This design comes from an exercise in tuning for small area, a short achievable clock period and few clock cycles per item on the open sky130 flow, not from production work. The RTL was checked by simulation tests, not by an equivalence proof against the original design. Power and IR drop assume default switching activity.

Setup of amber:
// moving_average_filter_core
module moving_average_filter_core (
    input  logic                             clk,
    input  logic                             rst_n,
    input  logic                             cfg_we,
    input  logic [mavg_pkg::CFG_BITS-1:0]    cfg_wdata,
    input  logic                             s_tvalid,
    output logic                             s_tready,
    input  logic [mavg_pkg::SAMPLE_BITS-1:0] s_tdata,    
    input  logic                             s_tuser,    
    output logic                             m_tvalid,
    input  logic                             m_tready,
    output logic [mavg_pkg::SAMPLE_BITS-1:0] m_tdata     
);
Size in the first run: about 2900 cells after synthesis, roughly 1200 flip-flops, roughly 48000 um^2 of cells after synthesis.
Settings: LEC_CHECK=0, CAP_MARGIN=20, CORE_MARGIN=2, CORE_UTILIZATION=40, SETUP_SLACK_MARGIN=4.0, SLEW_MARGIN=20; clock period 7.0 ns.
run.sh (not shown) runs the stock make flow with config.mk's settings and CLKGATE_MAP_FILE= SYNTH_SCRIPT=/design/flow/synth_recipe.tcl, a recipe that flattens the netlist after the stock synthesis.
Testbench counts of amber, summed over its fixed seeds: cycles 2,640, items 2,400.
Relative to amber, the following input files were edited for pepper:
- SETUP_SLACK_MARGIN: 4.0 -> 4.5
- CORE_UTILIZATION: 40 -> 60
==> run notes <==
Compared to amber, pepper has first-pass GRT wire length 0.60% lower.
On clock latency reported for the late side of the worst-skew pair, pepper tracks amber almost exactly.
The final reports for pepper and amber show fraction of area in clock buffers and inverters higher in the former.
pepper vs. amber: largest net degree at the start of global routing -47, non-clock buffer count +24, power of the sequential group ~0 delta, slack of the critical path +0.26 ns.
Compared with amber, pepper shows a higher power.
The lower cell count of the worst reg-to-reg path of amber and pepper is in amber.
### pepper -> lagoon
- a change of CORE_UTILIZATION from 60 to 40
Notes after the runs:
lagoon: PASS, flow complete, no timing, DRC or antenna violations
Looking at global-route usage, lagoon sits below pepper.
Design internal power was higher in pepper than in lagoon.
Between pepper and lagoon, the difference in endpoint required time on the critical path is negligible.
Between pepper and lagoon, the post-layout minimum cycle time is lower for lagoon.
From pepper to lagoon the numbers moved as follows: ratio of routed vias to standard cells -about 12%; non-clock buffer count went down by about 2.8%; combinational share of power decreased by 0.2 points relative to the old numbers.
Diff pepper -> lagoon | filler-free cell count of the finished design | up by more than 10%
Diff pepper -> lagoon | power after layout | down slightly
Input changes introduced in harbor (baseline for comparison: lagoon):
- setting CTS_BUF_LIST to sky130_fd_sc_hd__clkbuf_4 sky130_fd_sc_hd__clkbuf_8 for the first time
- setting CTS_CLUSTER_SIZE to 30 for the first time
--- outcome ---
Comparing harbor and lagoon, peak clock frequency supported by timing is lower on harbor. harbor ended up with out_d[6]$_DFFE_PP_ as its origin of the worst setup path; lagoon ended up with out_d[2]$_DFFE_PP_. On number of clock-tree buffers in the layout: between harbor and lagoon, it ends up higher for harbor. Detail-routed net length per standard cell of harbor falls short of that of lagoon slightly. Measured against each other, harbor and lagoon differ in period utilization, the lower figure coming from lagoon. Re logic depth of the worst setup path including buffers: no difference whatsoever between lagoon and harbor. Storage element area: lagoon vs harbor, no meaningful difference. Where hold slack is concerned, lagoon is outperformed by harbor.


main:
Another version of the RTL of moving_average_filter_core (not shown whole).
Size in the first run: ~2900 cells after synthesis, about 1100 flip-flops, about 46 I/O pins.
Design moving_average_filter_core, start of the top module:
module moving_average_filter_core (
    input  logic                             clk,
    input  logic                             rst_n,
    input  logic                             cfg_we,
    input  logic [mavg_pkg::CFG_BITS-1:0]    cfg_wdata,
    input  logic                             s_tvalid,
    output logic                             s_tready,
    input  logic [mavg_pkg::SAMPLE_BITS-1:0] s_tdata,    
    input  logic                             s_tuser,    
    output logic                             m_tvalid,
    input  logic                             m_tready,
    output logic [mavg_pkg::SAMPLE_BITS-1:0] m_tdata     
);
Settings: LEC_CHECK=0, CAP_MARGIN=20, CORE_MARGIN=2, CORE_UTILIZATION=40, CTS_CLUSTER_DIAMETER=75, CTS_CLUSTER_SIZE=30, SETUP_SLACK_MARGIN=4.6, SLEW_MARGIN=20; clock period 7.0 ns.
Testbench counts of main, summed over its fixed seeds: cycles 2,576, items 2,400.
diff inputs: main => the feature branch
Settings: CTS_CLUSTER_SIZE now 25, was 30; CTS_CLUSTER_DIAMETER now 70, was 75.
Results
- The feature branch reached the end of the flow, and the finished layout is clean on the timing, design-rule and antenna checks.
- main -> the feature branch: ratio of total power to cell area flat
- Cell count, main and the feature branch: smaller value in main
- Summary of the feature branch over main: hold slack shrank by 0.019 ns, buffer count from post-CTS setup fixing grew by 2.2%, non-clock buffer instance count of the final layout moved down, total number of nets in the final design was more or less identical.
- Routed via count in the feature branch is 0.43% higher than in main

## separate check: timing with driven ports
The results above use ideal ports. As a check the final layouts listed here were re-extracted and re-timed, cells and wires unchanged. Step 1, drivers: a clkbuf_16 drives clk and a buf_2 each remaining input, both assumed. Step 2 also shifts input and output timing later by t, the mid clock arrival at the registers, as if the neighbouring blocks saw the same clock. Three values: ideal ports, drivers, drivers and shift; two values: the first two.
run	t, ns	setup slack, ns	hold slack, ns	cell pins on the clock port's net
amber	0.745	4.078 / 4.012 / 3.738	0.412 / 0.412 / 0.412	1
pepper	0.740	4.341 / 4.278 / 3.912	0.411 / 0.411 / 0.411	1
lagoon	0.773	4.388 / 4.316 / 3.894	0.390 / 0.390 / 0.390	1
harbor	0.913	4.252 / 4.180 / 3.714	0.409 / 0.409 / 0.409	1
main	0.728	4.415 / 4.344 / 3.985	0.405 / 0.405 / 0.405	1
the feature branch	0.736	4.391 / 4.344 / 3.994	0.386 / 0.386 / 0.386	1
After both steps setup and hold are still met in every run listed. For harbor, which loses most, drivers alone change the setup slack by -0.072 ns; drivers and shift together by -0.538 ns.
